This is an optimization exercise on Yosys and OpenROAD, whose aim is small area, a short achievable clock period and few clock cycles per item, not a production implementation. The RTL was checked by simulation tests, not by an equivalence proof against the original design. Power figures rest on the tool's default switching activity, not on a simulated workload.

`flow/design.v`:
```
`timescale 1ns / 1ps
package sfomd_pkg;
  localparam int unsigned FRAME_KEPT = 7;
  localparam int unsigned WRAP_SLOTS = 33;
  localparam logic [7:0]  END_BYTE   = 8'h80;
  localparam logic [1:0]  CFG_PWM_PERIOD    = 2'd0;
  localparam logic [1:0]  CFG_ROTATION_GAIN = 2'd1;
  localparam logic [1:0]  CFG_BRAKE_BELOW   = 2'd2;
  localparam logic [15:0] PWM_PERIOD_RST    = 16'd1473;
  localparam logic [2:0]  ROTATION_GAIN_RST = 3'd1;
  localparam logic [7:0]  BRAKE_BELOW_RST   = 8'd50;
endpackage
`timescale 1ns / 1ps
module sfomd_benc (
  input  logic [2:0] dg,
  input  logic       s,
  output logic [2:0] ctl
);
  logic one, two;
  assign one = dg[1] ^ dg[0];
  assign two = (dg == 3'b011) || (dg == 3'b100);
  assign ctl = {one, two, (dg[2] ^ s) && (one || two)};
endmodule
module sfomd_mul (
  input  logic [15:0] period,
  input  logic [2:0]  ctl0, ctl1, ctl2, ctl3,    
  input  logic        ph,
  input  logic [28:0] acc_s, acc_c,
  output logic [28:0] sum_s, sum_c
);
  logic [17:0] r0, r1, r2;
  logic [16:0] r3;
  logic        n0, n1, n2;
  assign n0 = ctl0[0];
  assign n1 = ctl1[0];
  assign n2 = ctl2[0];
  assign r0 = ((ctl0[2] ? {2'b00, period} : 18'd0) | (ctl0[1] ? {1'b0, period, 1'b0} : 18'd0)) ^ {18{n0}};
  assign r1 = ((ctl1[2] ? {2'b00, period} : 18'd0) | (ctl1[1] ? {1'b0, period, 1'b0} : 18'd0)) ^ {18{n1}};
  assign r2 = ((ctl2[2] ? {2'b00, period} : 18'd0) | (ctl2[1] ? {1'b0, period, 1'b0} : 18'd0)) ^ {18{n2}};
  assign r3 = (ctl3[2] ? {1'b0, period} : 17'd0) | (ctl3[1] ? {period, 1'b0} : 17'd0);
  logic [28:0] op0, op1, op2, op3, op4;
  assign op0 = {9'd0, ~r0[17], r0[17], r0[17], r0[16:0]};
  assign op1 = {8'd0, 1'b1, ~r1[17], r1[16:0], 1'b0, n0};
  assign op2 = {7'h7f, ~r2[17], r2[16:0], 1'b0, n1, 2'b00};
  assign op3 = ph ? {acc_s[22:0], 1'b0, n2, 4'b0000}
                  : {6'd0, r3, 1'b0, n2, 4'b0000};
  assign op4 = ph ? {acc_c[22:0], 6'd0} : 29'd0;
  logic [28:0] s1, c1, s2, c2;
  assign s1    = op0 ^ op1 ^ op2;
  assign c1    = {((op0 & op1) | (op0 & op2) | (op1 & op2)), 1'b0};
  assign s2    = s1 ^ c1 ^ op3;
  assign c2    = {((s1 & c1) | (s1 & op3) | (c1 & op3)), 1'b0};
  assign sum_s = s2 ^ c2 ^ op4;
  assign sum_c = {((s2 & c2) | (s2 & op4) | (c2 & op4)), 1'b0};
endmodule
module sfomd_duty
(
  input  logic [28:0] x,
  output logic [19:0] part    
);
  logic [7:0] a2, a1, a0;
  logic       sat;
  logic [8:0] u;
  logic [7:0] ts;
  logic [8:0] tc;
  logic       g71, p71, ge1, ge2;
  assign a2  = x[23:16];
  assign a1  = x[15:8];
  assign a0  = x[7:0];
  assign sat = (x[28:24] != '0) || (a2 == 8'hff);
  assign u   = {1'b0, a2} + {1'b0, a1};
  assign ts  = a2 ^ a1 ^ a0;
  assign tc  = {((a2 & a1) | (a2 & a0) | (a1 & a0)), 1'b0};
  always_comb begin
    g71 = 1'b0;
    p71 = 1'b1;
    for (int i = 1; i < 8; i++) begin
      g71 = (ts[i] & tc[i]) | ((ts[i] | tc[i]) & g71);
      p71 = p71 & (ts[i] | tc[i]);
    end
  end
  assign ge1  = tc[8] | g71 | (p71 & ts[0]);
  assign ge2  = tc[8] & (g71 | p71);
  assign part = {sat, ge2, ge1, a2, u};
endmodule
module sfomd_duty_fin
(
  input  logic [19:0] part,
  output logic [15:0] duty
);
  logic       sat, ge2, ge1;
  logic [7:0] a2, h;
  logic [8:0] u, l;
  assign {sat, ge2, ge1, a2, u} = part;
  assign l    = ge2 ? u + 9'd2 : (ge1 ? u + 9'd1 : u);
  assign h    = l[8] ? a2 + 8'd1 : a2;
  assign duty = sat ? 16'hffff : {h, l[7:0]};
endmodule
`timescale 1ns / 1ps
module serial_frame_to_omni_motor_drive
(
  input  logic                   clk,
  input  logic                   rst_n,
  input  logic                   in_valid,
  output logic                   in_ready,
  input  logic [7:0]             in_data,
  output logic                   out_valid,
  input  logic                   out_ready,
  output logic [1:0]             out_motor_index,
  output logic                   out_forward_pin,
  output logic                   out_reverse_pin,
  output logic [15:0]            out_duty,
  output logic                   out_status_led,
  output logic                   out_last,
  input  logic                   cfg_we,
  input  logic [1:0]             cfg_index,
  input  logic [15:0]            cfg_data
);
  logic [15:0] period_r;
  logic [2:0]  gain_r;
  logic [7:0]  brake_r;
  logic [7:0]  slot_r [sfomd_pkg::FRAME_KEPT];
  logic [5:0]  pos_r;
  logic [6:0]  pos_inc;
  logic [6:0]  wsel_r;      
  logic [6:0]  sa_r, sb_r;  
  logic        in_ready_r;
  logic        jp_r;
  logic        cap_v;
  logic [1:0]  mw_r;
  logic signed [10:0] op_r, oth_r;
  logic signed [13:0] turn_r;
  logic        m_v, m_ph;
  logic signed [13:0] m_r;
  logic [2:0]  ctl_r [4];
  logic        acc_v;
  logic [28:0] acc_s, acc_c;
  logic        a_fwd, a_rev;
  logic        x_v, x_ph;
  logic [28:0] x_r;
  logic        x_fwd, x_rev;
  logic        out_valid_r;
  logic [1:0]  o_idx;
  logic        o_fwd, o_rev, o_led, o_last;
  logic [15:0] o_duty;
  logic accept, end_acc, out_free, deliver, do_d1, x_free, do_c, do_a, do_b;
  logic do_mix, mix_last, judge;
  logic jp_nxt, cap_v_nxt, cap_g_nxt, m_v_nxt, m_ph_nxt, jposs_nxt;
  logic [1:0] mw_nxt;
  assign accept   = in_valid && in_ready_r;
  assign end_acc  = accept && (in_data == sfomd_pkg::END_BYTE);
  assign out_free = !out_valid_r;
  assign deliver  = x_v && x_ph && out_free;
  assign do_d1    = x_v && !x_ph;
  assign x_free   = !x_v || deliver;
  assign do_c     = acc_v && x_free;
  assign do_a     = m_v && !m_ph && (!acc_v || do_c);
  assign do_b     = m_v && m_ph;
  assign do_mix   = cap_v && (!m_v || do_b);
  assign mix_last = do_mix && (mw_r == 2'd3);
  assign judge    = jp_r && (!cap_v || mix_last);
  logic [6:0]  k0, k1, k2, k3, k4, k5;
  logic [6:0]  ks1, kc1, ks2, kc2, ks3, kc3, ka, kb, sm;
  logic        good;
  assign k0  = wsel_r[0] ? 7'd0 : slot_r[0][6:0];
  assign k1  = wsel_r[1] ? 7'd0 : slot_r[1][6:0];
  assign k2  = wsel_r[2] ? 7'd0 : slot_r[2][6:0];
  assign k3  = wsel_r[3] ? 7'd0 : slot_r[3][6:0];
  assign k4  = wsel_r[4] ? 7'd0 : slot_r[4][6:0];
  assign k5  = wsel_r[5] ? 7'd0 : slot_r[5][6:0];
  assign ks1 = k0 ^ k1 ^ k2;
  assign kc1 = {((k0 & k1) | (k0 & k2) | (k1 & k2)), 1'b0};
  assign ks2 = k3 ^ k4 ^ k5;
  assign kc2 = {((k3 & k4) | (k3 & k5) | (k4 & k5)), 1'b0};
  assign ks3 = ks1 ^ kc1 ^ ks2;
  assign kc3 = {((ks1 & kc1) | (ks1 & ks2) | (kc1 & ks2)), 1'b0};
  assign ka  = ks3 ^ kc3 ^ kc2;
  assign kb  = {((ks3 & kc3) | (ks3 & kc2) | (kc3 & kc2)), 1'b0};
  assign sm  = sa_r + sb_r;
  assign good = !slot_r[6][7] && (sm == slot_r[6][6:0]);
  logic signed [10:0] s4, s4n;
  logic signed [13:0] trow1, trow0, turn;
  logic [1:0]  td1;
  logic signed [2:0] td0;
  assign s4    = {3'({1'b0, slot_r[4][7:6]} - 3'd1), slot_r[4][5:0], 2'b01};
  assign s4n   = {3'({1'b0, ~slot_r[4][7:6]} - 3'd3), ~slot_r[4][5:0], 2'b11};
  assign td1   = {1'b0, gain_r[2]} + {1'b0, gain_r[1]};
  assign td0   = $signed({2'b00, gain_r[0]}) - $signed({1'b0, gain_r[1], 1'b0});
  assign trow1 = (td1 == 2'd2) ? 14'(s4) <<< 3 : (td1 == 2'd1) ? 14'(s4) <<< 2 : 14'sd0;
  assign trow0 = (td0 == 3'sd1)  ? 14'(s4)
               : (td0 == -3'sd1) ? 14'(s4n)
               : (td0 == -3'sd2) ? 14'(s4n) <<< 1 : 14'sd0;
  assign turn  = trow1 + trow0;
  logic signed [10:0] s2, s3;
  logic signed [13:0] v;
  assign s2 = {3'({1'b0, slot_r[2][7:6]} - 3'd1), slot_r[2][5:0], 2'b01};
  assign s3 = {3'({1'b0, slot_r[3][7:6]} - 3'd1), slot_r[3][5:0], 2'b01};
  assign v  = turn_r + 14'(op_r);
  logic [14:0] vx_mix, vx_m;
  logic [2:0]  ctl_mix [4];
  logic [2:0]  ctl_lo [3];
  logic [2:0]  ctl_hi [4];
  logic [2:0]  ctl_nxt [4];
  assign vx_mix = {v, 1'b0};
  assign vx_m   = {m_r, 1'b0};
  for (genvar k = 0; k < 4; k++) begin : g_enc_hi
    sfomd_benc u_enc (.dg(vx_mix[2*(k+3) +: 3]), .s(v[13]), .ctl(ctl_mix[k]));
  end
  for (genvar k = 0; k < 3; k++) begin : g_enc_lo
    sfomd_benc u_enc (.dg(vx_m[2*k +: 3]), .s(m_r[13]), .ctl(ctl_lo[k]));
  end
  for (genvar k = 0; k < 4; k++) begin : g_enc_hold
    sfomd_benc u_enc (.dg(vx_m[2*(k+3) +: 3]), .s(m_r[13]), .ctl(ctl_hi[k]));
  end
  always_comb begin
    for (int k = 0; k < 4; k++) begin
      if (do_mix)        ctl_nxt[k] = ctl_mix[k];
      else if (m_ph_nxt) ctl_nxt[k] = (k < 3) ? ctl_lo[k] : 3'b000;
      else               ctl_nxt[k] = ctl_hi[k];
    end
  end
  logic [28:0] prod_s, prod_c;
  logic        brk, brk_r;
  sfomd_mul u_mul (
    .period (period_r),
    .ctl0   (ctl_r[0]),
    .ctl1   (ctl_r[1]),
    .ctl2   (ctl_r[2]),
    .ctl3   (ctl_r[3]),
    .ph     (m_ph),
    .acc_s  (acc_s),
    .acc_c  (acc_c),
    .sum_s  (prod_s),
    .sum_c  (prod_c)
  );
  assign brk = m_r[13] ? ($signed(m_r) > -$signed({6'd0, brake_r}))
                       : ($signed(m_r) <  $signed({6'd0, brake_r}));
  logic [19:0] part;
  logic [15:0] duty;
  sfomd_duty u_duty (
    .x    (x_r),
    .part (part)
  );
  sfomd_duty_fin u_duty_fin (
    .part (x_r[19:0]),
    .duty (duty)
  );
  assign pos_inc   = {1'b0, pos_r} + 7'd1;
  assign jp_nxt    = end_acc || (jp_r && !judge);
  assign cap_v_nxt = judge ? good : (mix_last ? 1'b0 : cap_v);
  assign mw_nxt    = do_mix ? mw_r + 2'd1 : mw_r;
  assign m_v_nxt   = do_mix ? 1'b1 : (do_b ? 1'b0 : m_v);
  assign m_ph_nxt  = do_mix ? 1'b0 : (do_a ? 1'b1 : m_ph);
  assign cap_g_nxt = judge || (cap_v && !mix_last);
  assign jposs_nxt = !cap_g_nxt || ((mw_nxt == 2'd3) && (!m_v_nxt || m_ph_nxt));
  always_ff @(posedge clk) begin
    if (!rst_n) begin
      period_r    <= sfomd_pkg::PWM_PERIOD_RST;
      gain_r      <= sfomd_pkg::ROTATION_GAIN_RST;
      brake_r     <= sfomd_pkg::BRAKE_BELOW_RST;
      pos_r       <= '0;
      wsel_r      <= 7'd1;
      in_ready_r  <= 1'b1;
      jp_r        <= 1'b0;
      cap_v       <= 1'b0;
      mw_r        <= '0;
      m_v         <= 1'b0;
      m_ph        <= 1'b0;
      acc_v       <= 1'b0;
      x_v         <= 1'b0;
      x_ph        <= 1'b0;
      out_valid_r <= 1'b0;
      o_idx       <= 2'd3;
      o_led       <= 1'b0;
    end else begin
      if (cfg_we) begin
        case (cfg_index)
          sfomd_pkg::CFG_PWM_PERIOD:    period_r <= cfg_data;
          sfomd_pkg::CFG_ROTATION_GAIN: gain_r   <= cfg_data[2:0];
          sfomd_pkg::CFG_BRAKE_BELOW:   brake_r  <= cfg_data[7:0];
          default: ;
        endcase
      end
      if (accept) begin
        if (in_data == sfomd_pkg::END_BYTE || pos_inc >= 7'(sfomd_pkg::WRAP_SLOTS)) begin
          pos_r  <= '0;
          wsel_r <= 7'd1;
        end else begin
          pos_r  <= pos_inc[5:0];
          wsel_r <= {wsel_r[5:0], 1'b0};
        end
      end
      jp_r       <= jp_nxt;
      in_ready_r <= !(jp_nxt && !jposs_nxt);
      cap_v      <= cap_v_nxt;
      mw_r       <= mw_nxt;
      m_v        <= m_v_nxt;
      m_ph       <= m_ph_nxt;
      if (do_b) begin
        acc_v <= 1'b1;
      end else if (do_c) begin
        acc_v <= 1'b0;
      end
      if (do_c) begin
        x_v  <= 1'b1;
        x_ph <= 1'b0;
      end else begin
        if (deliver) x_v <= 1'b0;
        if (do_d1)   x_ph <= 1'b1;
      end
      if (deliver) begin
        out_valid_r <= 1'b1;
        o_idx       <= o_idx + 2'd1;
        if (o_idx == 2'd3) o_led <= !o_led;
      end else if (out_ready) begin
        out_valid_r <= 1'b0;
      end
    end
  end
  always_ff @(posedge clk) begin
    for (int j = 0; j < sfomd_pkg::FRAME_KEPT; j++) begin
      if (!rst_n || (accept && wsel_r[j])) slot_r[j] <= rst_n ? in_data : 8'd0;
    end
  end
  always_ff @(posedge clk) begin
    if (accept) begin
      sa_r <= ka;
      sb_r <= kb;
    end
    if (judge) begin
      op_r   <= s2;
      oth_r  <= s3;
      turn_r <= turn;
    end else if (do_mix) begin
      op_r   <= oth_r;
      oth_r  <= -op_r;
    end
    if (do_mix) begin
      m_r <= v;
    end
    for (int k = 0; k < 4; k++) ctl_r[k] <= ctl_nxt[k];
    if (do_a) brk_r <= brk;
    if (do_a || do_b) begin
      acc_s <= prod_s;
      acc_c <= prod_c;
    end
    if (do_b) begin
      a_fwd <= brk_r || !m_r[13];
      a_rev <= brk_r || m_r[13];
    end
    if (do_c) begin
      x_r   <= acc_s + acc_c;
      x_fwd <= a_fwd;
      x_rev <= a_rev;
    end else if (do_d1) begin
      x_r[19:0] <= part;
    end
    if (deliver) begin
      o_fwd  <= x_fwd;
      o_rev  <= x_rev;
      o_duty <= duty;
      o_last <= (o_idx == 2'd2);
    end
  end
  assign in_ready        = in_ready_r;
  assign out_valid       = out_valid_r;
  assign out_motor_index = o_idx;
  assign out_forward_pin = o_fwd;
  assign out_reverse_pin = o_rev;
  assign out_duty        = o_duty;
  assign out_status_led  = o_led;
  assign out_last        = o_last;
endmodule
```
`flow/constraint.sdc`:
```
create_clock -name core_clock -period 7.0 [get_ports {clk}]
set_input_delay 1.4000 -clock core_clock [delete_from_list [all_inputs] [get_ports {clk}]]
set_output_delay 1.4000 -clock core_clock [all_outputs]
set_load 0.01 [all_outputs]
```
`flow/config.mk`:
```
export PLATFORM = sky130hd
export DESIGN_NAME = serial_frame_to_omni_motor_drive
export DESIGN_NICKNAME = serial_frame_to_omni_motor_drive
export VERILOG_FILES = /design/flow/design.v
export SDC_FILE = /design/flow/constraint.sdc
export NUM_CORES = 4
export LEC_CHECK = 0
export CAP_MARGIN = 20
export CORE_MARGIN = 2
export CORE_UTILIZATION = 40
export CTS_BUF_LIST = sky130_fd_sc_hd__clkbuf_4 sky130_fd_sc_hd__clkbuf_8
export SETUP_SLACK_MARGIN = 3.5
export SLEW_MARGIN = 20
```
`flow/run.sh`:
```
#!/bin/bash
# synth_recipe.tcl (not shown) runs the flow's synth.tcl, then flattens the netlist and writes it again
# the make line also repeats each setting of config.mk as NAME=value (left out here)
make -C /OpenROAD-flow-scripts/flow DESIGN_CONFIG=/design/flow/config.mk WORK_HOME=/design/flow/orfs CLKGATE_MAP_FILE= SYNTH_SCRIPT=/design/flow/synth_recipe.tcl finish
```
==> impl_metrics.yaml, run 1 <==
status:
  outcome: "no timing/DRC/antenna violations"
timing:
  tightest_slew_ps: 957
  period_share_pct: 47.0
  fmax_mhz: 304
  slew_viol_final: 0
  relSlewSlack_pct: 36.1
  hold_slack_ps: 431
  finalHoldViolations: 0
  setup_tns_ps: 0
  setup_viol: 0
  rsz0062_at_grt: "false"
  fin_crit_ps: 3290
  skew_ps: 29.7
placed_design:
  post-place-cells: 2358
  gp_congestion: 0.858
  io_buffers: 54
  postPlaceCellArea_mm2: 0.0196
  dp_hpwl_um: 31100
global_route:
  grt_use_total_pct: 17.6
  antenna_found_initial: 0
  overflow: 0
  grt_pass1_vias: 12700
  grt_max_degree: 71
  grt_pass1_wl_um: 66900
detailed_routing:
  route.vias.total: 12800
  drc: 0
  viasPerCell: 5.21
  ant_nets: 0
  dr.pass1.iters: 5
  first_iter_violations: 846
  routed_wl_um: 41700
  drt-wirelength-per-cell_um: 17.0
yosys:
  avgSynthCellArea_um2: 10.4
  ys_ff_latch: 287
  synth_edf_count: 218
  synth-main-ff-cell: "edfxtp_1"
  synthCells: 1785
  ys_seq_area_share_pct: 42.7
  synth_async_sr_flop_share_pct: 0
  ys_types: 76
  synthTopCellsByArea: "edfxtp_1 35%, fa_1 9.1%, ha_1 8.6%"
  netlist.top_cell.by_area: "edfxtp_1"
  yosys.area.top_type_share_pct: 35.3
  yosys_warnings: 11
  syn_nets: 2028
  synth_area_mm2: 0.0186
power:
  powerDensity_mw_per_mm2: 191
  ir_drop_uv: 138
  p_leak_uw: 0.00803
final_layout:
  final_cells: 2450
  syn_to_final_growth_pct: 11.1
  final_layout_size_suffix_gt1_share_pct: 7.03
  utilization_pct: 45.3
  antenna_cells: 0
  postLayoutCellArea_mm2: 0.0206
  nNetsFinal: 2054
worst_setup_path:
  crit_path_end_kind: "register"
  critPathLaunchType: "register"
  crit_chain: "ha_2 -> ha_1 -> fa_1 -> a21o_1 -> a21oi_1 -> o21bai_1 -> a21oi_1 -> o21ai_0 -> a21o_1 -> a21oi_1 -> xnor2_1"
  cp_max_fo: 23
  regToRegSetupSlack_ps: 3710
  arrival_ps: 3630
  worst-setup-path-type: "register to register"
  crit_path_max_incr_delay_ps: 610
  cpMaxStageDelayCell: "dfxtp_2"
  critPathRequiredTime_ps: 7350
  cpMostUsedCell: "a21oi_1"
floorplan:
  ioPinCount: 55
  dieHeight_um: 219
  coreArea_mm2: 0.0456
  initial_core_util_pct: 40.7
  die_area_mm2: 0.0482
  die_w_um: 219
  rows: 78
cts:
  ctsLongestPathBuffers: 3
  cts_tree: "yes"
  cts_resized: 3
  htreeDepth: 2
  path_clk_slew_ps: 60
  cts_setup_buffers: 0
  cts_hold_buf: 0
  clkLatencyLatePin_ps: 630
  clock-root-buffer: "clkbuf_8"
  cts_made_buffers: 51
  cts_sinks: 287
worst_hold_path:
  hp-class: "register to register"
run:
  drv_cap: 0
placed cells by master, fill, tap and decap left out, types with 21 or more instances in the layout:
master             n
clkbuf_8          59
edfxtp_1         218
ha_1             127
nor2b_1           61
a21oi_1           73
o21ai_0          102
a22oi_1           67
inv_1            126
nor2_1            68
xor2_1            36
xnor2_1          120
dfxtp_1           68
nand2_1          222
fa_1              84
clkdlybuf4s50_1   53
a21boi_0          21
nand3_1           28
and2_1            28
metrics by stage:
| step | power (uW) | worst slack, ps |
|---|---|---|
| 2_1_floorplan | 2270 | 3800 |
| 3_3_place_gp | 2380 | 3370 |
| 6_report | 3940 | 3710 |
| 4_1_cts | 3980 | 3700 |
| 5_1_grt | 4110 | 3500 |
| 3_5_place_dp | 2390 | 3310 |
layer usage:
| metal | GRT usage, % | vias up | share of wire [%] |
|---|---|---|---|
| met1 | 22.4 | 6123 | 45 |
| met2 | 30.3 | 258 | 48 |
| li1 | - | 6294 | - |
| met3 | 2.61 | 78 | 3.8 |
| met4 | 6.44 | 0 | 2.7 |
| met5 | 0 | - | 0 |
critical path, delay by kind of cell (launching register included):
kind / cells / cell delay [ps]
flip-flops: 1 / 610
XOR/XNOR: 1 / 80
adder cells (fa/ha/maj): 3 / 1090
AO/OA/AOI/OAI: 7 / 1240
Yosys cell counts (9+ instances only):
cell type and instances:
nand2_1 222, edfxtp_1 218, ha_1 128, inv_1 126, xnor2_1 120, o21ai_0 103
clkbuf_1 84, fa_1 84, a21oi_1 73, dfxtp_1 69, nor2_1 68, a22oi_1 67
nor2b_1 61, xor2_1 36, and2_1 28, nand3_1 28, a21boi_0 21, a21o_1 17
o211ai_1 17, mux2i_1 16, nand2b_1 16, nand4_1 11, nor3_1 11, nor4_1 10
o21ai_1 10, a31oi_1 9
power breakdown:
| group | internal (uW) | leakage, uW | total (uW) | switching (uW) |
|---|---|---|---|---|
| clock network | 880 | 0.000549 | 1590 | 705 |
| logic | 193 | 0.00488 | 412 | 218 |
| registers | 1900 | 0.00260 | 1940 | 41.7 |
| total | 2970 | 0.00803 | 3940 | 965 |
kinds of logic (layout without fill, tap and decap cells):
group                      after synthesis  count (layout)  synth area share, %
buffers and inverters                  222             287                 4.50
muxes                                   22              22                 1.23
AOI/OAI and AO/OA                      383             383                 13.3
DFF                                    287             287                 42.7
and+or+nand+nor                        499             499                 12.9
xor gates and xnor gates               158             158                 7.59
adders and majority gates              214             214                 17.8
final cells by class:
| cell class | count | area (um^2) |
|---|---|---|
| timing repair buffer | 64 | 611 |
| inverter | 131 | 493 |
| clock inverter | 18 | 103 |
| clock buffer | 74 | 925 |
| multi-input combinational | 1276 | 9810 |
| sequential | 287 | 7930 |
| tap | 600 | 751 |
| fill | 4252 | 25000 |
final timing paths:
check | start | endpoint | depth (start not counted)
setup / recovery | gain_r[1] | turn_r[12] | 11
hold / removal | x_rev | o_rev | 0
hold reg to reg | x_rev | o_rev | 0
setup reg to reg | gain_r[1] | turn_r[12] | 11
registers in the layout (all words and copies together), names as in the netlist, 2 cells and up:
signal and flops:
acc_s 29, wsel_r 7, pos_r 6, gain_r 3, o_duty 16, o_idx 2, mw_r 2, brake_r 8
oth_r 11, acc_c 25, sb_r 5, x_r 29, op_r 11, m_r 14, period_r 16, ctl_r 11
turn_r 14, slot_r 53, sa_r 7
Testbench counts, summed over its fixed seeds: cycles 3,184, frames 384.
==> run 2: changes to the inputs <==
--- a/flow/config.mk
+++ b/flow/config.mk
@@ -11,3 +11,3 @@
 export CTS_BUF_LIST = sky130_fd_sc_hd__clkbuf_4 sky130_fd_sc_hd__clkbuf_8
-export SETUP_SLACK_MARGIN = 3.5
+export SETUP_SLACK_MARGIN = 4.5
 export SLEW_MARGIN = 20
==> run 2 against run 1 <==
  * Still clean on timing, DRC and antenna
  * Synthesized cell count stayed put
  * Setup slack improved by 520 ps
  * Via count increased by 5.9%
  * Area after synthesis stayed put
  * Non-clock buffer count grew 134
  * Combinational power increased by 11%
  * Critical path type unchanged
==> impl_metrics.yaml, run 2 <==
detailed_routing:
  dr.pass1.iters: 7
  viasPerCell: 5.22
  drt-wirelength-per-cell_um: 17.5
  routed_wl_um: 45300
  ant_nets: 0
  route.vias.total: 13500
  first_iter_violations: 781
  drc: 0
placed_design:
  io_buffers: 54
  post-place-cells: 2357
  dp_hpwl_um: 31100
  gp_congestion: 0.856
  dp_worst_setup_slack_ps: 3330
final_layout:
  multiInputGateArea_mm2: 0.0109
  nNetsFinal: 2189
  largest_reg_flops: 53
  regMostFlops: "slot_r"
  final_layout_size_suffix_gt1_share_pct: 27.1
  seqCellArea_mm2: 0.00804
  final_cell_mix: "218 x edfxtp_1, 212 x nand2_1, 121 x buf_4"
  syn_to_final_growth_pct: 23.5
  fillers: 4028
  mostFrequentLayoutCell: "edfxtp_1"
  final_cells: 2589
  utilization_pct: 50.3
  top_regs: "slot_r: 53 flops, acc_s: 29 flops, x_r: 29 flops"
run:
  drv_cap: 0
cts:
  ctsLongestPathBuffers: 3
  htreeDepth: 2
  cts_made_buffers: 50
  clkLatencyLatePin_ps: 630
  path_clk_slew_ps: 60
  clock-root-buffer: "clkbuf_8"
  cts_tree: "yes"
  cts_hold_buf: 0
  cts_sinks: 287
power:
  switching_share_pct: 24.9
  clockPowerShare_pct: 39.8
  pwr-share-seq_pct: 48.8
  p_comb_share_pct: 11.5
  ir_drop_uv: 176
  p_sw_uw: 989
  powerDensity_mw_per_mm2: 173
  cellInternalPower_uw: 2980
  total_power_uw: 3970
  p_leak_uw: 0.00893
worst_setup_path:
  arrival_ps: 3270
  cpMostUsedCell: "o21ai_2"
  crit_path_end_kind: "register"
  worst-setup-path-type: "register to register"
  critPathRequiredTime_ps: 7500
  crit_chain: "ha_4 -> inv_2 -> fa_2 -> nor2b_2 -> o21ai_2 -> a21boi_2 -> o21ai_2 -> a21oi_2 -> o21ai_2 -> mux2_4 -> or2_4 -> ha_4 -> nor2_2 -> a211oi_2"
  critPathLaunchType: "register"
  crit_path_max_incr_delay_ps: 380
  cp_max_fo: 2
  cpMaxStageDelayCell: "edfxtp_1"
timing:
  setup_viol: 0
  rsz0062_at_grt: "true"
  setup_tns_ps: 0
  fmax_mhz: 361
  fin_crit_ps: 2770
  slew_viol_final: 0
  tightest_slew_ps: 747
  setup_slack_ps: 4230
  period_share_pct: 39.6
  relSlewSlack_pct: 50.2
  skew_ps: 36.7
  finalHoldViolations: 0
yosys:
  synth.most_common_cell: "nand2_1"
  ys_seq_area_share_pct: 42.7
  yosys-top-cells-count: "222 x nand2_1, 218 x edfxtp_1, 128 x ha_1"
  synth_async_sr_flop_share_pct: 0
  synth-main-ff-cell: "edfxtp_1"
  yosys.area.top_type_share_pct: 35.3
  netlist.top_cell.by_area: "edfxtp_1"
  yosys_warnings: 11
  synthTopCellsByArea: "edfxtp_1 35%, fa_1 9.1%, ha_1 8.6%"
  ys_types: 76
  synthCells: 1785
  avgSynthCellArea_um2: 10.4
  synth_edf_count: 218
  syn_nets: 2028
  ys_ff_latch: 287
  synth_area_mm2: 0.0186
worst_hold_path:
  hp-class: "register to register"
global_route:
  grt_max_degree: 71
  grt_pass1_vias: 13300
  grt_use_total_pct: 18.6
  overflow: 0
  antenna_found_initial: 1
  grt_pass1_wl_um: 71000
floorplan:
  rows: 78
  coreArea_mm2: 0.0456
  die_area_mm2: 0.0482
  ioPinCount: 55
  die_w_um: 219
  initial_core_util_pct: 40.7
  dieHeight_um: 219
status:
  outcome: "no timing/DRC/antenna violations"
## run 2: cell types whose count changed in the layout (fill, tap and decap cells not counted), moves of 22 or more
cell	previous run	this run
clkdlybuf4s50_1	53	29
dfxtp_4	0	24
ha_1	127	103
buf_4	10	121
dfxtp_1	68	27
a22oi_2	0	28
a22oi_1	67	39
o21ai_0	102	80
## run 2: final cells by class
class                   count  area share, %
repair buffers            198           7.23
flip-flops and latches    287           35.1
inverters                 131           2.24
clock buffers              76           4.13
repair inverters            2         0.0437
clock inverters            18          0.404
multi-input cells        1276           47.6
well taps                 600           3.27
diodes                      1         0.0109
## run 2: stage by stage
step / hold slack (ps) / cell area (um^2)
after global routing: 427 / 22900
after CTS: 417 / 21900
after floorplan: 400 / 19000
after global placement: 406 / 19800
final: 417 / 22900
after detailed placement: 405 / 19800
## run 2: power groups by stage
| stage | sequential, uW | combinational [uW] | clock [uW] |
|---|---|---|---|
| finish | 1940 | 456 | 1580 |
| CTS | 1940 | 438 | 1620 |
| floorplan | 1950 | 321 | 0 |
| global placement | 1980 | 399 | 0 |
| global route | 1940 | 519 | 1700 |
| detailed placement | 1980 | 416 | 0 |
## run 2: cells by family after synthesis
family	Yosys count	share of synthesized area, %
compound gates	383	13.3
buf+inv	222	4.50
mux	22	1.23
xor+xnor	158	7.59
flops	287	42.7
simple gates	499	12.9
fa+ha+maj	214	17.8
## run 2: timing repair
action / CTS / global route
setup buffers: 76 / 59
gates cloned: 1 / 1
endpoints found under the hold margin: 0 / 0
resized for setup: 239 / 151
endpoints found under the setup margin: 206 / 161
pin swaps: 58 / 105
## run 2: per-layer routing
metal  wire (um)  track usage [%]  up-vias
met5           0                0        -
met4        1690             6.40        0
met3        1830             2.88      113
met2       22400             32.5      292
met1       19300             23.5     6505
li1            -                -     6593
## run 2: worst max-delay path: cells and delay by family, from the launching register on
family	cells	cell delay (ps)
AO/OA/AOI/OAI	6	780
adder cells (fa/ha/maj)	3	740
AND/OR/NAND/NOR	3	410
flip-flops	1	380
multiplexers	1	310
buffers and inverters	1	30
## run 2: worst paths after layout
path / startpoint / end / slack [ps] / cells after the start
worst max-delay path: turn_r[0] / ctl_r[2][0] / 4230 / 14
worst min-delay path: a_rev / x_rev / 420 / 0
worst max register to register: turn_r[0] / ctl_r[2][0] / 4230 / 14
worst min register to register: a_rev / x_rev / 420 / 0
==> run 3: changes to the inputs <==
--- a/flow/config.mk
+++ b/flow/config.mk
@@ -11,3 +11,4 @@
 export CTS_BUF_LIST = sky130_fd_sc_hd__clkbuf_4 sky130_fd_sc_hd__clkbuf_8
-export SETUP_SLACK_MARGIN = 4.5
+export CTS_CLUSTER_SIZE = 24
+export SETUP_SLACK_MARGIN = 4.0
 export SLEW_MARGIN = 20
==> run 3 against run 2 <==
  * First-iteration DRC count is 5.0% higher
  * Clock-buffer cell count is 2 lower
  * Total power is 1.6% higher
  * Largest power group unchanged
  * Critical endpoint is now brk_r
  * Clock skew is 16 ps lower
  * Sequential share of layout area is 2.8 points higher
  * Core utilization is 4.2 points lower
  * Clock power is 6% higher
==> impl_metrics.yaml, run 3 <==
timing:
  period_share_pct: 42.2
  fin_crit_ps: 2950
  setup_tns_ps: 0
  relSlewSlack_pct: 34.9
  hold_slack_ps: 422
  setup_viol: 0
  fmax_mhz: 339
  finalHoldViolations: 0
  rsz0062_at_grt: "true"
  skew_ps: 21.1
  slew_viol_final: 0
  tightest_slew_ps: 974
placed_design:
  dp_hpwl_um: 31200
  gp_congestion: 0.856
  io_buffers: 54
yosys:
  synth_async_sr_flop_share_pct: 0
  synth-main-ff-cell: "edfxtp_1"
  netlist.top_cell.by_area: "edfxtp_1"
  ys_ff_latch: 287
  syn_nets: 2028
  yosys_warnings: 11
  yosys.area.top_type_share_pct: 35.3
  ys_seq_area_share_pct: 42.7
  yosys-top-cells-count: "222 x nand2_1, 218 x edfxtp_1, 128 x ha_1"
  synthCells: 1785
  avgSynthCellArea_um2: 10.4
  synth_area_mm2: 0.0186
  ys_types: 76
  synthTopCellsByArea: "edfxtp_1 35%, fa_1 9.1%, ha_1 8.6%"
  synth.most_common_cell: "nand2_1"
  synth_edf_count: 218
cts:
  cts_sinks: 287
  ctsLongestPathBuffers: 3
  cts_made_buffers: 51
  path_clk_slew_ps: 60
  clock-root-buffer: "clkbuf_8"
  htreeDepth: 2
  cts_tree: "yes"
  clkLatencyLatePin_ps: 630
  cts_hold_buf: 0
final_layout:
  largest_reg_flops: 53
  top_regs: "slot_r: 53 flops, acc_s: 29 flops, x_r: 29 flops"
  utilization_pct: 46.1
  nNetsFinal: 2073
  regMostFlops: "slot_r"
  final_layout_size_suffix_gt1_share_pct: 10.5
  antenna_cells: 0
  final_cell_mix: "222 x nand2_1, 218 x edfxtp_1, 125 x ha_1"
  syn_to_final_growth_pct: 13.1
  mostFrequentLayoutCell: "nand2_1"
worst_setup_path:
  r2r-start: "brake_r[2]"
  arrival_ps: 3310
  worst-setup-path-type: "register to register"
  crit_chain: "inv_4 -> nand4_1 -> or4_4 -> xnor2_2 -> ha_1 -> a21o_1 -> a21o_1 -> a21oi_2 -> nor2_1 -> a211oi_2 -> nand3_1 -> o2111ai_2 -> o21ai_2"
  critPathLaunchType: "register"
  cpMostUsedCell: "a21o_1"
  crit_path_max_incr_delay_ps: 590
  cpMaxStageDelayCell: "or4_4"
  critPathRequiredTime_ps: 7360
  cp_max_fo: 4
  crit_start: "brake_r[2]"
  crit_path_end_kind: "register"
detailed_routing:
  drc: 0
  route.vias.total: 12800
  routed_wl_um: 42400
  viasPerCell: 5.19
  drt-wirelength-per-cell_um: 17.2
  first_iter_violations: 820
  dr.pass1.iters: 5
  ant_nets: 0
floorplan:
  initial_core_util_pct: 40.7
  coreArea_mm2: 0.0456
  ioPinCount: 55
  dieHeight_um: 219
  rows: 78
  die_area_mm2: 0.0482
  die_w_um: 219
power:
  powerDensity_mw_per_mm2: 192
  p_leak_uw: 0.00820
  ir_drop_uv: 157
  total_power_uw: 4040
global_route:
  grt_use_total_pct: 17.8
  grt_pass1_vias: 12700
  grt_pass1_wl_um: 67900
  antenna_found_initial: 0
  grt_max_degree: 71
  overflow: 0
run:
  drv_cap: 0
worst_hold_path:
  hp-class: "register to register"
  min_from: "a_rev"
status:
  outcome: "no timing/DRC/antenna violations"
==> run 3: cell counts after synthesis <==
Identical to the previous run, type by type.
==> run 3: path summary, 6_finish.rpt <==
| check | slack [ps] | cells past startpoint | end |
|---|---|---|---|
| setup / recovery | 4050 | 13 | brk_r |
| hold / removal | 420 | 0 | x_rev |
| setup reg to reg | 4050 | 13 | brk_r |
| hold reg to reg | 420 | 0 | x_rev |
==> run 3: metrics by stage <==
step / worst slack (ps) / std cells / cell area [um^2]
CTS: 3950 / 2458 / 20800
floorplan: 4020 / 1785 / 18600
finish: 4050 / 2472 / 21000
detailed placement: 3280 / 2358 / 19600
global route: 3890 / 2472 / 21000
global placement: 3370 / 2357 / 19600
==> run 3: where the power goes <==
group | leakage, uW | internal, uW | switching [uW] | total, uW
clock network | 0.000572 | 953 | 722 | 1670
registers | 0.00260 | 1900 | 41.6 | 1940
logic | 0.00503 | 198 | 223 | 420
==> run 3: area by class of cell <==
cell class,instances,area (um^2)
clock buffers,74,918
inverters,131,503
well taps,600,751
fillers,4188,24600
multi-input cells,1276,9940
clock inverters,21,173
repair inverters,1,5.00
flip-flops and latches,287,7950
repair buffers,82,754
==> run 3: critical path, delay by kind of cell (launching register included) <==
family	cells	cell delay [ps]
AOI/OAI and AO/OA	6	870
xor gates and xnor gates	1	160
adders and majority gates	1	310
buffers and inverters	1	60
DFF	1	360
and+or+nand+nor	4	930
==> run 3: cells by family after synthesis <==
group / after synthesis / synth area share [%]
buf+inv: 222 / 4.50
xor+xnor: 158 / 7.59
fa+ha+maj: 214 / 17.8
simple gates: 499 / 12.9
flops: 287 / 42.7
compound gates: 383 / 13.3
mux: 22 / 1.23
==> run 3: layer usage <==
metal  vias up  part of all wire (%)  GRT usage, %
li1       6325                     -             -
met1      6176                    45          22.7
met5         -                     0             0
met2       262                    48          30.4
met3        73                   3.9          3.26
met4         0                   2.9          6.19
==> run 3: repair_timing <==
action                                  CTS  global route
pin swaps                                 2            15
resized for setup                        21            43
gates cloned                              0             1
buffers inserted                          5            13
endpoints found under the hold margin     0             0
endpoints found under the setup margin   57            82
==> run 4: changes to the inputs <==
--- a/flow/config.mk
+++ b/flow/config.mk
@@ -11,3 +11,2 @@
 export CTS_BUF_LIST = sky130_fd_sc_hd__clkbuf_4 sky130_fd_sc_hd__clkbuf_8
-export CTS_CLUSTER_SIZE = 24
 export SETUP_SLACK_MARGIN = 4.0
==> run 4 against run 3 <==
  * Die area unchanged
  * Area after synthesis unchanged
  * Sequential power about the same
  * Flip-flop and latch count unchanged
  * Global-route usage unchanged
  * Highest routed layer unchanged
  * First-iteration DRC count unchanged
  * Clock power about the same
==> impl_metrics.yaml, run 4 <==
yosys:
  yosys_warnings: 11
  syn_nets: 2028
  ys_seq_area_share_pct: 42.7
  yosys.area.top_type_share_pct: 35.3
  synthCells: 1785
  yosys-top-cells-count: "222 x nand2_1, 218 x edfxtp_1, 128 x ha_1"
  synthTopCellsByArea: "edfxtp_1 35%, fa_1 9.1%, ha_1 8.6%"
  synth_async_sr_flop_share_pct: 0
  synth-main-ff-cell: "edfxtp_1"
  synth_edf_count: 218
  ys_ff_latch: 287
  netlist.top_cell.by_area: "edfxtp_1"
  avgSynthCellArea_um2: 10.4
  synth_area_mm2: 0.0186
  ys_types: 76
  synth.most_common_cell: "nand2_1"
floorplan:
  initial_core_util_pct: 40.7
  die_area_mm2: 0.0482
  dieHeight_um: 219
  die_w_um: 219
  rows: 78
  coreArea_mm2: 0.0456
  ioPinCount: 55
global_route:
  overflow: 0
  grt_max_degree: 71
  antenna_found_initial: 0
  grt_pass1_wl_um: 67900
  grt_use_total_pct: 17.8
  grt_pass1_vias: 12700
detailed_routing:
  drc: 0
  first_iter_violations: 820
  ant_nets: 0
  route.vias.total: 12800
  drt-wirelength-per-cell_um: 17.2
  routed_wl_um: 42400
  dr.pass1.iters: 5
  viasPerCell: 5.19
timing:
  setup_tns_ps: 0
  tightest_slew_ps: 974
  relSlewSlack_pct: 34.9
  fmax_mhz: 339
  hold_slack_ps: 422
  setup_viol: 0
  slew_viol_final: 0
  finalHoldViolations: 0
  fin_crit_ps: 2950
  skew_ps: 21.1
  rsz0062_at_grt: "true"
  period_share_pct: 42.2
final_layout:
  mostFrequentLayoutCell: "nand2_1"
  antenna_cells: 0
  postLayoutCellArea_mm2: 0.0210
  top_regs: "slot_r: 53 flops, acc_s: 29 flops, x_r: 29 flops"
  largest_reg_flops: 53
  regMostFlops: "slot_r"
  nNetsFinal: 2073
  final_layout_size_suffix_gt1_share_pct: 10.5
  syn_to_final_growth_pct: 13.1
  final_cell_mix: "222 x nand2_1, 218 x edfxtp_1, 125 x ha_1"
worst_hold_path:
  hp-class: "register to register"
power:
  switching_share_pct: 24.4
  pwr-share-seq_pct: 48.1
  powerDensity_mw_per_mm2: 192
  p_sw_uw: 986
  ir_drop_uv: 157
  p_leak_uw: 0.00820
  clockPowerShare_pct: 41.5
  p_comb_share_pct: 10.4
  cellInternalPower_uw: 3050
cts:
  cts_hold_buf: 0
  cts_made_buffers: 51
  ctsLongestPathBuffers: 3
  clock-root-buffer: "clkbuf_8"
  cts_tree: "yes"
  path_clk_slew_ps: 60
  htreeDepth: 2
  clkLatencyLatePin_ps: 630
  cts_sinks: 287
worst_setup_path:
  critPathLaunchType: "register"
  crit_path_max_incr_delay_ps: 590
  cpMostUsedCell: "a21o_1"
  critPathRequiredTime_ps: 7360
  crit_path_end_kind: "register"
  crit_chain: "inv_4 -> nand4_1 -> or4_4 -> xnor2_2 -> ha_1 -> a21o_1 -> a21o_1 -> a21oi_2 -> nor2_1 -> a211oi_2 -> nand3_1 -> o2111ai_2 -> o21ai_2"
  cpMaxStageDelayCell: "or4_4"
  arrival_ps: 3310
  worst-setup-path-type: "register to register"
  cp_max_fo: 4
placed_design:
  gp_congestion: 0.856
  dp_hpwl_um: 31200
  postPlaceCellArea_mm2: 0.0196
  io_buffers: 54
status:
  outcome: "no timing/DRC/antenna violations"
run:
  drv_cap: 0
## run 4: layer usage
layer / vias up / routed length [um] / global-route usage [%]
li1: 6325 / - / -
met1: 6176 / 19000 / 22.7
met2: 262 / 20600 / 30.4
met3: 73 / 1650 / 3.26
met4: 0 / 1220 / 6.19
met5: - / 0 / 0
## run 4: cell families (layout without fill, tap and decap cells)
family / Yosys count / in the layout / share of synthesized area, %
AO/OA/AOI/OAI: 383 / 383 / 13.3
XOR/XNOR: 158 / 158 / 7.59
adder cells (fa/ha/maj): 214 / 214 / 17.8
buffers and inverters: 222 / 309 / 4.50
flip-flops: 287 / 287 / 42.7
multiplexers: 22 / 22 / 1.23
AND/OR/NAND/NOR: 499 / 499 / 12.9
## run 4: repair_timing
item,CTS,global route
resized for setup,21,43
endpoints found under the hold margin,0,0
pin swaps,2,15
setup buffers,5,13
setup endpoints to repair,57,82
cloned,0,1
## run 4: layout make-up
| class | count | area, um^2 |
|---|---|---|
| Multi-Input combinational cell | 1276 | 9940 |
| Timing Repair Buffer | 82 | 754 |
| Sequential cell | 287 | 7950 |
| Clock inverter | 21 | 173 |
| Timing Repair inverter | 1 | 5.00 |
| Tap cell | 600 | 751 |
| Inverter | 131 | 503 |
| Clock buffer | 74 | 918 |
| Fill cell | 4188 | 24600 |
## run 4: power by group through the flow
stage / Sequential [uW] / Combinational [uW] / Clock (uW)
global placement: 1980 / 401 / 0
CTS: 1940 / 421 / 1720
finish: 1940 / 420 / 1670
global route: 1950 / 479 / 1790
floorplan: 1950 / 316 / 0
detailed placement: 1980 / 418 / 0
## run 4: metrics by stage
stage,worst slack (ps),utilization [%],instances,total power (uW)
floorplan,4020,-,1785,2270
global placement,3370,43.0,2357,2380
detailed placement,3280,43.0,2358,2400
CTS,3950,45.6,2458,4080
global route,3890,46.1,2472,4220
finish,4050,46.1,2472,4040
## run 4: worst paths after layout
kind,from,to,slack (ps),cells past startpoint
worst max-delay path,brake_r[2],brk_r,4050,13
worst min-delay path,a_rev,x_rev,420,0
worst max register to register,brake_r[2],brk_r,4050,13
worst min register to register,a_rev,x_rev,420,0
## run 4: critical path: cells and delay by family (launching register included)
kind | cells | cell delay (ps)
AND/OR/NAND/NOR | 4 | 930
AO/OA/AOI/OAI | 6 | 870
XOR/XNOR | 1 | 160
adder cells (fa/ha/maj) | 1 | 310
buffers and inverters | 1 | 60
flip-flops | 1 | 360
==> run 5: changes to the inputs <==
==> flow/flow/run.sh (new file) <==
#!/bin/bash
set -euo pipefail
bash standard.sh synth > synth.log 2>&1
bash standard.sh "BUFFER_PORTS_ARGS=-buffer_cell sky130_fd_sc_hd__buf_2" finish > layout.log 2>&1
==> flow/standard.sh (new file) <==
#!/bin/bash
# synth_recipe.tcl (not shown) runs the flow's synth.tcl, then flattens the netlist and writes it again
# the make line also repeats each setting of config.mk as NAME=value (left out here)
make -C /OpenROAD-flow-scripts/flow DESIGN_CONFIG=/design/flow/config.mk WORK_HOME=/design/flow/orfs CLKGATE_MAP_FILE= SYNTH_SCRIPT=/design/flow/synth_recipe.tcl "${@:-finish}"
removed: flow/run.sh
==> run 5 against run 4 <==
  * Still clean on timing, DRC and antenna
  * Clock skew is 2.4 ps higher
  * Setup slack lost 11 ps
  * Final cell count increased by 0.20%
  * First-iteration DRC count decreased by 0.61%
  * Synthesized cell count unchanged
  * Area after synthesis unchanged
  * Largest cell class unchanged
==> impl_metrics.yaml, run 5 <==
worst_setup_path:
  regToRegSetupSlack_ps: 4040
  arrival_ps: 3500
  crit_path_end_kind: "register"
  rr_worst_depth: 14
  r2r-start: "turn_r[0]"
  worst-setup-path-type: "register to register"
  critPathLaunchType: "register"
  cp_max_fo: 2
  critPathRequiredTime_ps: 7540
  worst_r2r_endpoint: "ctl_r[2][0]"
worst_hold_path:
  min_to: "o_rev"
  hp-class: "register to register"
  min_from: "x_rev"
  min_delay_path_depth: 0
detailed_routing:
  routed_wl_um: 41900
  drc: 0
  dr.pass1.iters: 5
  viasPerCell: 5.20
  first_iter_violations: 815
  route.vias.total: 12900
  ant_nets: 0
  drt-wirelength-per-cell_um: 16.9
floorplan:
  coreArea_mm2: 0.0456
  rows: 78
  dieHeight_um: 219
  die_w_um: 219
  initial_core_util_pct: 40.7
  ioPinCount: 55
  die_area_mm2: 0.0482
timing:
  setup_tns_ps: 0
  tightest_slew_ps: 977
  fmax_mhz: 337
  rsz0062_at_grt: "true"
  finalHoldViolations: 0
  fin_crit_ps: 2960
  setup_viol: 0
  relSlewSlack_pct: 34.7
  skew_ps: 23.5
  slew_viol_final: 0
  period_share_pct: 42.3
power:
  p_sw_uw: 1010
  total_power_uw: 4140
  powerDensity_mw_per_mm2: 198
  switching_share_pct: 24.3
  p_leak_uw: 0.00822
  p_comb_share_pct: 9.9
  clockPowerShare_pct: 43.2
  ir_drop_uv: 158
  pwr-share-seq_pct: 46.9
  cellInternalPower_uw: 3130
yosys:
  synth.most_common_cell: "nand2_1"
  syn_nets: 2028
  synthCells: 1785
  synth_async_sr_flop_share_pct: 0
  ys_seq_area_share_pct: 42.7
  avgSynthCellArea_um2: 10.4
  yosys_warnings: 11
  yosys-top-cells-count: "222 x nand2_1, 218 x edfxtp_1, 128 x ha_1"
  ys_ff_latch: 287
  synth_edf_count: 218
  synth_area_mm2: 0.0186
  synthTopCellsByArea: "edfxtp_1 35%, fa_1 9.1%, ha_1 8.6%"
  synth-main-ff-cell: "edfxtp_1"
  netlist.top_cell.by_area: "edfxtp_1"
  ys_types: 76
  yosys.area.top_type_share_pct: 35.3
global_route:
  grt_max_degree: 71
  antenna_found_initial: 0
  overflow: 0
  grt_use_total_pct: 17.6
  grt_pass1_wl_um: 67100
  grt_pass1_vias: 12800
final_layout:
  largest_reg_flops: 53
  syn_to_final_growth_pct: 12.4
  final_cells: 2477
  antenna_cells: 0
  regMostFlops: "slot_r"
  final_cell_mix: "222 x nand2_1, 218 x edfxtp_1, 123 x inv_1"
  final_layout_size_suffix_gt1_share_pct: 13.3
  mostFrequentLayoutCell: "nand2_1"
  fillers: 4248
  top_regs: "slot_r: 53 flops, acc_s: 29 flops, x_r: 29 flops"
  nNetsFinal: 2077
  utilization_pct: 45.8
cts:
  cts_made_buffers: 51
  ctsLongestPathBuffers: 3
  cts_sinks: 287
  htreeDepth: 2
  clock-root-buffer: "clkbuf_8"
  cts_tree: "yes"
  path_clk_slew_ps: 60
  cts_hold_buf: 0
  clkLatencyLatePin_ps: 630
placed_design:
  dp_hpwl_um: 31000
  post-place-cells: 2357
  io_buffers: 54
  gp_congestion: 0.848
run:
  drv_cap: 0
status:
  outcome: "no timing/DRC/antenna violations"
[run 5: cells by family (layout without fill, tap and decap cells)]
| family | after synthesis | after routing | share of synthesized area, % |
|---|---|---|---|
| xor+xnor | 158 | 158 | 7.59 |
| flops | 287 | 287 | 42.7 |
| mux | 22 | 22 | 1.23 |
| simple gates | 499 | 499 | 12.9 |
| fa+ha+maj | 214 | 214 | 17.8 |
| compound gates | 383 | 383 | 13.3 |
| buf+inv | 222 | 314 | 4.50 |
[run 5: what timing repair did]
action,in CTS,in global routing
pin swaps,5,8
buffers inserted,4,20
endpoints found under the setup margin,39,26
resized for setup,17,37
[run 5: final cells by class]
| cell class | instances | area, um^2 | share of cell area (%) |
|---|---|---|---|
| multi-input cells | 1276 | 9950 | 47.7 |
| clock inverters | 23 | 254 | 1.22 |
| repair buffers | 87 | 538 | 2.58 |
| well taps | 600 | 751 | 3.60 |
| flip-flops and latches | 287 | 7950 | 38.1 |
| inverters | 131 | 497 | 2.38 |
| clock buffers | 73 | 923 | 4.43 |
[run 5: power groups by stage]
stage | Combinational (uW) | Sequential [uW] | Clock (uW)
6_report | 411 | 1940 | 1790
5_1_grt | 472 | 1950 | 1900
4_1_cts | 414 | 1940 | 1830
3_5_place_dp | 411 | 1980 | 0
3_3_place_gp | 396 | 1980 | 0
2_1_floorplan | 316 | 1950 | 0
[run 5: layer usage]
metal  track usage (%)  vias up  part of all wire, %
li1                  -     6348                    -
met2              30.1      270                   49
met3              2.91       78                  4.4
met5                 0        -                    0
met4              6.31        0                  2.7
met1              22.4     6176                   44
[run 5: worst max-delay path by stage]
stage,start,end,slack [ps],cells past startpoint
2_1_floorplan,gain_r[1],turn_r[12],4020,13
3_3_place_gp,ctl_r[0][0],acc_s[9],3520,6
3_5_place_dp,gain_r[1],turn_r[12],3390,11
4_1_cts,gain_r[1],turn_r[12],3950,11
5_1_grt,turn_r[0],ctl_r[1][0],3930,15
6_report,turn_r[0],ctl_r[2][0],4040,14
[run 5: critical path, stage by stage (launching register included)]
cell,delay (ps)
edfxtp_1,370
ha_2,190
inv_1,50
fa_2,340
nor2b_1,130
o21ai_1,100
a21boi_1,210
o21ai_1,130
a21oi_2,190
o21ai_1,90
mux2_2,300
or2_4,270
ha_4,280
nor2_4,40
a211oi_2,210
[run 5: metrics by stage]
| stage | cell area (um^2) | setup slack (ps) | hold slack (ps) |
|---|---|---|---|
| after floorplan | 18600 | 4020 | 400 |
| after global placement | 19300 | 3520 | 405 |
| after detailed placement | 19300 | 3390 | 405 |
| after CTS | 20600 | 3950 | 423 |
| after global routing | 20900 | 3930 | 434 |
| final | 20900 | 4040 | 419 |
==> run 6: changes to the inputs <==
--- a/flow/config.mk
+++ b/flow/config.mk
@@ -11,3 +11,3 @@
 export CTS_BUF_LIST = sky130_fd_sc_hd__clkbuf_4 sky130_fd_sc_hd__clkbuf_8
-export SETUP_SLACK_MARGIN = 4.0
+export SETUP_SLACK_MARGIN = 3.5
 export SLEW_MARGIN = 20
==> run 6 against run 5 <==
  * Total power shrank 3.2%
  * Synthesized cell count is the same
  * Setup slack lost 340 ps
==> impl_metrics.yaml, run 6 <==
status:
  outcome: "no timing/DRC/antenna violations"
cts:
  ctsLongestPathBuffers: 3
  clkLatencyLatePin_ps: 630
  cts_sinks: 287
  clock-root-buffer: "clkbuf_8"
  path_clk_slew_ps: 70
  cts_tree: "yes"
  cts_made_buffers: 52
  htreeDepth: 2
worst_setup_path:
  cpMaxStageDelayCell: "dfxtp_1"
  worst_r2r_endpoint: "acc_s[9]"
  crit_chain: "clkinv_2 -> xnor2_1 -> fa_1 -> inv_1 -> fa_1 -> fa_1"
  rr_worst_depth: 6
  critPathRequiredTime_ps: 7350
  cp_max_fo: 13
  arrival_ps: 3660
  worst-setup-path-type: "register to register"
  r2r-start: "ctl_r[0][0]"
  crit_path_max_incr_delay_ps: 780
  cpMostUsedCell: "fa_1"
  regToRegSetupSlack_ps: 3690
  crit_path_end_kind: "register"
  critPathLaunchType: "register"
timing:
  setup_tns_ps: 0
  slew_viol_final: 0
  skew_ps: 26.5
  tightest_slew_ps: 964
  rsz0062_at_grt: "false"
  fin_crit_ps: 3310
  period_share_pct: 47.3
  setup_viol: 0
  fmax_mhz: 302
  relSlewSlack_pct: 35.6
  finalHoldViolations: 0
final_layout:
  mostFrequentLayoutCell: "nand2_1"
  fillers: 4222
  largest_reg_flops: 53
  top_regs: "slot_r: 53 flops, acc_s: 29 flops, x_r: 29 flops"
  antenna_cells: 0
  final_layout_size_suffix_gt1_share_pct: 10.3
  multiInputGateArea_mm2: 0.00981
  nNetsFinal: 2055
  final_cells: 2456
  final_cell_mix: "222 x nand2_1, 218 x edfxtp_1, 127 x ha_1"
  utilization_pct: 44.9
  regMostFlops: "slot_r"
  syn_to_final_growth_pct: 10.1
  seqCellArea_mm2: 0.00793
detailed_routing:
  first_iter_violations: 916
  routed_wl_um: 41300
  dr.pass1.iters: 5
  drt-wirelength-per-cell_um: 16.8
  ant_nets: 0
  viasPerCell: 5.24
  drc: 0
  route.vias.total: 12900
global_route:
  use_met1_pct: 22.0
  grt_max_degree: 71
  grt.busiest_layer: "met2"
  overflow: 0
  grt_use_total_pct: 17.4
  use_met2_pct: 30.2
  antenna_found_initial: 0
  grt_use_met3_pct: 2.72
  grt_pass1_wl_um: 66300
  grt_pass1_vias: 12700
power:
  cellInternalPower_uw: 3020
  pwr-share-seq_pct: 48.5
  p_comb_share_pct: 10.0
  p_sw_uw: 988
  ir_drop_uv: 176
  clockPowerShare_pct: 41.5
  p_leak_uw: 0.00806
  switching_share_pct: 24.7
  powerDensity_mw_per_mm2: 196
  total_power_uw: 4000
floorplan:
  ioPinCount: 55
  rows: 78
  dieHeight_um: 219
  die_w_um: 219
  coreArea_mm2: 0.0456
  initial_core_util_pct: 40.7
  die_area_mm2: 0.0482
placed_design:
  post-place-cells: 2358
  io_buffers: 54
  dp_hpwl_um: 31000
  gp_congestion: 0.848
yosys:
  syn_nets: 2028
  synth-main-ff-cell: "edfxtp_1"
  ys_types: 76
  synth_top_family_by_area: "adder cells"
  synth_async_sr_flop_share_pct: 0
  synth_compound_area_share_pct: 13.3
  yosys.area.top_type_share_pct: 35.3
  yosys-top-cells-count: "222 x nand2_1, 218 x edfxtp_1, 128 x ha_1"
  synthMuxAreaShare_pct: 1.23
  yosys.area_share.xor_xnor_pct: 7.59
  synth.most_common_cell: "nand2_1"
  synthTopCellsByArea: "edfxtp_1 35%, fa_1 9.1%, ha_1 8.6%"
  avgSynthCellArea_um2: 10.4
  synthAdderAreaFrac_pct: 17.8
  synth_area_mm2: 0.0186
  synthSimpleGateAreaFrac_pct: 12.9
  yosys_warnings: 11
  ys_ff_latch: 287
  synth_edf_count: 218
  netlist.top_cell.by_area: "edfxtp_1"
  ys_seq_area_share_pct: 42.7
  synthCells: 1785
worst_hold_path:
  min_from: "a_fwd"
  hp-class: "register to register"
  min_delay_path_depth: 0
  min_to: "x_fwd"
run:
  drv_cap: 0
==> run 6: power by group through the flow <==
stage                     sequential (uW)  clock (uW)  combinational (uW)
after global routing                 1950        1780                 462
after detailed placement             1980           0                 408
after CTS                            1940        1710                 409
after global placement               1980           0                 396
final                                1940        1660                 401
after floorplan                      1950           0                 316
==> run 6: layout make-up <==
cell class	instances	area share, %
clock buffers	76	4.53
clock inverters	22	0.814
inverters	131	2.41
multi-input cells	1276	48.0
flip-flops and latches	287	38.8
well taps	600	3.67
repair buffers	64	1.79
==> run 6: metrics by stage <==
| stage | cell area, um^2 | hold WS [ps] | setup slack (ps) |
|---|---|---|---|
| global placement | 19300 | 406 | 3520 |
| global route | 20400 | 416 | 3510 |
| CTS | 20400 | 403 | 3410 |
| floorplan | 18600 | 400 | 3800 |
| detailed placement | 19300 | 407 | 3390 |
| finish | 20400 | 405 | 3690 |
==> run 6: routing by layer <==
| metal | share of wire [%] | up-vias | wire length (um) |
|---|---|---|---|
| li1 | - | 6301 | - |
| met1 | 44 | 6181 | 18300 |
| met2 | 49 | 307 | 20100 |
| met3 | 4.3 | 74 | 1780 |
| met4 | 2.6 | 0 | 1080 |
| met5 | 0 | - | 0 |
==> run 6: worst max path at each step <==
| stage | from | endpoint |
|---|---|---|
| 6_report | ctl_r[0][0] | acc_s[9] |
| 5_1_grt | gain_r[1] | turn_r[12] |
| 4_1_cts | gain_r[1] | turn_r[12] |
| 3_5_place_dp | gain_r[1] | turn_r[12] |
| 3_3_place_gp | ctl_r[0][0] | acc_s[9] |
| 2_1_floorplan | gain_r[1] | turn_r[12] |
==> run 6: logic make-up after synthesis <==
logic type	count (synthesis)
AOI/OAI and AO/OA	383
xor gates and xnor gates	158
adders and majority gates	214
buffers and inverters	222
DFF	287
muxes	22
and+or+nand+nor	499
==> run 6: repair_timing <==
action / CTS / global route
buffers inserted: 0 / 0
gates resized for setup: 2 / 2
hold buffers: 0 / 0
hold endpoints to repair: 0 / 0
setup endpoints to repair: 4 / 4
==> run 6: critical path, delay by kind of cell, from the launching register on <==
family / cells / cell delay, ps
fa+ha+maj: 3 / 1520
flops: 1 / 780
buf+inv: 2 / 460
xor+xnor: 1 / 260
==> run 7: changes to the inputs <==
==> flow/run.sh (new file) <==
#!/bin/bash
# synth_recipe.tcl (not shown) runs the flow's synth.tcl, then flattens the netlist and writes it again
# the make line also repeats each setting of config.mk as NAME=value (left out here)
make -C /OpenROAD-flow-scripts/flow DESIGN_CONFIG=/design/flow/config.mk WORK_HOME=/design/flow/orfs CLKGATE_MAP_FILE= SYNTH_SCRIPT=/design/flow/synth_recipe.tcl finish
--- a/flow/config.mk
+++ b/flow/config.mk
@@ -10,4 +10,6 @@
 export CORE_UTILIZATION = 40
-export CTS_BUF_LIST = sky130_fd_sc_hd__clkbuf_4 sky130_fd_sc_hd__clkbuf_8
-export SETUP_SLACK_MARGIN = 3.5
+export CTS_BUF_LIST = sky130_fd_sc_hd__clkbuf_8 sky130_fd_sc_hd__clkbuf_16
+export CTS_CLUSTER_DIAMETER = 60
+export CTS_CLUSTER_SIZE = 24
+export SETUP_SLACK_MARGIN = 4.0
 export SLEW_MARGIN = 20
removed: flow/flow/run.sh
removed: flow/standard.sh
==> run 7 against run 6 <==
  * Non-clock buffer count is 18 higher
  * Total power is 0.53% higher
  * Design area is 2.4% higher
  * Flip-flop and latch count stayed put
  * Via count is 1.1% lower
  * Routed wire length is 1.2% higher
  * Critical endpoint is now ctl_r[2][1]
  * Largest cell class unchanged
==> impl_metrics.yaml, run 7 <==
yosys:
  yosys-top-cells-count: "222 x nand2_1, 218 x edfxtp_1, 128 x ha_1"
  synth_area_mm2: 0.0186
  ys_seq_area_share_pct: 42.7
  synth-main-ff-cell: "edfxtp_1"
  synthTopCellsByArea: "edfxtp_1 35%, fa_1 9.1%, ha_1 8.6%"
  synth.most_common_cell: "nand2_1"
  netlist.top_cell.by_area: "edfxtp_1"
  ys_types: 76
  synth_edf_count: 218
  synthCells: 1785
  synth_async_sr_flop_share_pct: 0
  yosys_warnings: 11
  syn_nets: 2028
  yosys.area.top_type_share_pct: 35.3
  avgSynthCellArea_um2: 10.4
  ys_ff_latch: 287
floorplan:
  coreArea_mm2: 0.0456
  dieHeight_um: 219
  die_area_mm2: 0.0482
  ioPinCount: 55
  die_w_um: 219
  rows: 78
  initial_core_util_pct: 40.7
timing:
  tightest_slew_ps: 967
  period_share_pct: 42.5
  setup_tns_ps: 0
  rsz0062_at_grt: "true"
  skew_ps: 24.6
  setup_viol: 0
  fmax_mhz: 336
  relSlewSlack_pct: 35.4
  slew_viol_final: 0
  finalHoldViolations: 0
  fin_crit_ps: 2980
worst_setup_path:
  crit_family: "adder cells"
  crit_path_end_kind: "register"
  critPathLaunchType: "register"
  cpMostUsedCell: "o21ai_2"
  crit_chain: "ha_2 -> inv_1 -> fa_2 -> nor2b_2 -> o21ai_2 -> a21boi_2 -> o21ai_2 -> a21oi_2 -> o21ai_1 -> mux2_2 -> or2_1 -> ha_4 -> mux2i_2 -> o21ai_0"
  worst-setup-path-type: "register to register"
  critPathRequiredTime_ps: 7430
  cp_max_fo: 3
  arrival_ps: 3410
  critPathBufInv: 1
  cpMaxStageDelayCell: "dfxtp_2"
  crit_path_max_incr_delay_ps: 360
power:
  p_comb_share_pct: 10.4
  cellInternalPower_uw: 2990
  p_sw_uw: 1040
  powerDensity_mw_per_mm2: 192
  p_leak_uw: 0.00810
  clockPowerShare_pct: 41.4
  ir_drop_uv: 199
  switching_share_pct: 25.8
  pwr-share-seq_pct: 48.2
global_route:
  grt_use_total_pct: 17.4
  grt_pass1_wl_um: 67000
  grt_pass1_vias: 12500
  overflow: 0
  grt_max_degree: 71
  antenna_found_initial: 0
final_layout:
  largest_reg_flops: 53
  top_regs: "slot_r: 53 flops, acc_s: 29 flops, x_r: 29 flops"
  syn_to_final_growth_pct: 12.7
  final_layout_size_suffix_gt1_share_pct: 8.91
  regMostFlops: "slot_r"
  nNetsFinal: 2050
  fillers: 4180
  mostFrequentLayoutCell: "nand2_1"
  antenna_cells: 0
  final_cell_mix: "221 x nand2_1, 218 x edfxtp_1, 125 x ha_1"
  utilization_pct: 45.9
detailed_routing:
  wl_met3_um: 1340
  route.vias.total: 12700
  drc: 0
  routed_wl_um: 41800
  drt-wirelength-per-cell_um: 17.2
  wl_met1_um: 19000
  dr.pass1.iters: 5
  top_layer: "met4"
  ant_nets: 0
  wl_met2_um: 20600
  first_iter_violations: 888
  viasPerCell: 5.24
cts:
  path_clk_slew_ps: 80
  cts_hold_buf: 0
  cts_made_buffers: 28
  cts_tree: "yes"
  cts_sinks: 287
  htreeDepth: 1
  ctsLongestPathBuffers: 3
  clkLatencyLatePin_ps: 580
  clock-root-buffer: "clkbuf_16"
placed_design:
  gp_congestion: 0.856
  dp_hpwl_um: 31200
  io_buffers: 54
status:
  outcome: "no timing/DRC/antenna violations"
worst_hold_path:
  hp-class: "register to register"
run:
  drv_cap: 0
run 7: area by class of cell:
class / count / area (um^2) / area share [%]
multi-input cells: 1276 / 9930 / 47.4
flip-flops and latches: 287 / 7960 / 38.0
repair buffers: 82 / 756 / 3.61
well taps: 600 / 751 / 3.59
clock buffers: 30 / 739 / 3.53
inverters: 131 / 503 / 2.40
clock inverters: 22 / 292 / 1.39
repair inverters: 1 / 5.00 / 0.0239
run 7: worst register-to-register path, delay by kind of cell, from the launching register on:
kind / cells / cell delay (ps)
AOI/OAI and AO/OA: 6 / 720
adders and majority gates: 3 / 730
buffers and inverters: 1 / 60
DFF: 1 / 360
muxes: 2 / 530
and+or+nand+nor: 2 / 420
run 7: path summary, 6_finish.rpt:
kind                               from          end  slack (ps)  depth (start not counted)
worst max-delay path            op_r[0]  ctl_r[2][1]        4020                         14
worst min-delay path              x_rev        o_rev         410                          0
worst max register to register  op_r[0]  ctl_r[2][1]        4020                         14
worst min register to register    x_rev        o_rev         410                          0
run 7: power groups by stage:
stage	combinational (uW)	clock, uW	sequential [uW]
floorplan	316	0	1950
global placement	401	0	1980
detailed placement	418	0	1980
CTS	420	1710	1940
global route	477	1770	1950
finish	420	1670	1940
run 7: cell families (layout without fill, tap and decap cells):
group | count (synthesis) | count (layout) | share of synthesized area [%]
simple gates | 499 | 499 | 12.9
compound gates | 383 | 383 | 13.3
flops | 287 | 287 | 42.7
buf+inv | 222 | 266 | 4.50
fa+ha+maj | 214 | 214 | 17.8
xor+xnor | 158 | 158 | 7.59
mux | 22 | 22 | 1.23
run 7: layer usage:
layer  vias up  GRT usage, %
li1       6284             -
met1      6162          22.8
met2       216          30.6
met3        57          1.93
met4         0          4.68
met5         -             0
run 7: stage by stage:
stage	setup slack (ps)	instance area [um^2]	std cells	hold slack, ps	total power [uW]
final	4020	20900	2429	409	4020
after global routing	3870	20900	2429	425	4190
after CTS	3860	20700	2415	414	4070
after detailed placement	3280	19600	2358	409	2400
after global placement	3370	19600	2357	406	2380
after floorplan	4020	18600	1785	400	2270
run 7: what timing repair did:
action,4_1_cts,5_1_grt
endpoints found under the setup margin,92,51
pin swaps,2,15
gates resized for setup,21,41
buffers inserted,4,14
cloned,1,0

-- re-timing with driven ports --
How much do the figures lean on ideal ports? The routed layouts below were timed once more, with nothing changed but the port constraints. Step 1 (the two cells are an assumption about what drives the block):
set clk [get_ports {clk}]
set_driving_cell -lib_cell sky130_fd_sc_hd__clkbuf_16 $clk
set_driving_cell -lib_cell sky130_fd_sc_hd__buf_2 [delete_from_list [all_inputs] $clk]
Step 2 also shifts input and output timing later by t, the mid clock arrival at the registers, as if the neighbouring blocks saw the same clock. a / b / c = ideal / step 1 / step 2; a / b = the first two.
| run | t, ns | setup slack, ns | worst hold slack (ns) | worst setup path after step 2 | clock arrival spread, ns |
|---|---|---|---|---|---|
| run 1 | 0.661 | 3.711 / 3.711 / 3.296 | 0.431 / 0.431 / 0.431 | input to register | 0.034 / 0.035 |
| run 2 | 0.665 | 4.228 / 4.228 / 3.948 | 0.417 / 0.417 / 0.417 | input to register | 0.038 / 0.038 |
| run 3 | 0.665 | 4.047 / 4.047 / 3.553 | 0.422 / 0.422 / 0.422 | input to register | 0.028 / 0.029 |
| run 4 | 0.665 | 4.047 / 4.047 / 3.553 | 0.422 / 0.422 / 0.422 | input to register | 0.028 / 0.029 |
| run 5 | 0.667 | 4.037 / 4.037 / 3.763 | 0.419 / 0.419 / 0.419 | input to register | 0.030 / 0.029 |
| run 6 | 0.664 | 3.692 / 3.692 / 3.692 | 0.405 / 0.405 / 0.405 | register to register | 0.038 / 0.038 |
| run 7 | 0.623 | 4.025 / 4.008 / 3.798 | 0.409 / 0.409 / 0.409 | input to register | 0.031 / 0.031 |
After both steps setup and hold are still met in every run listed.
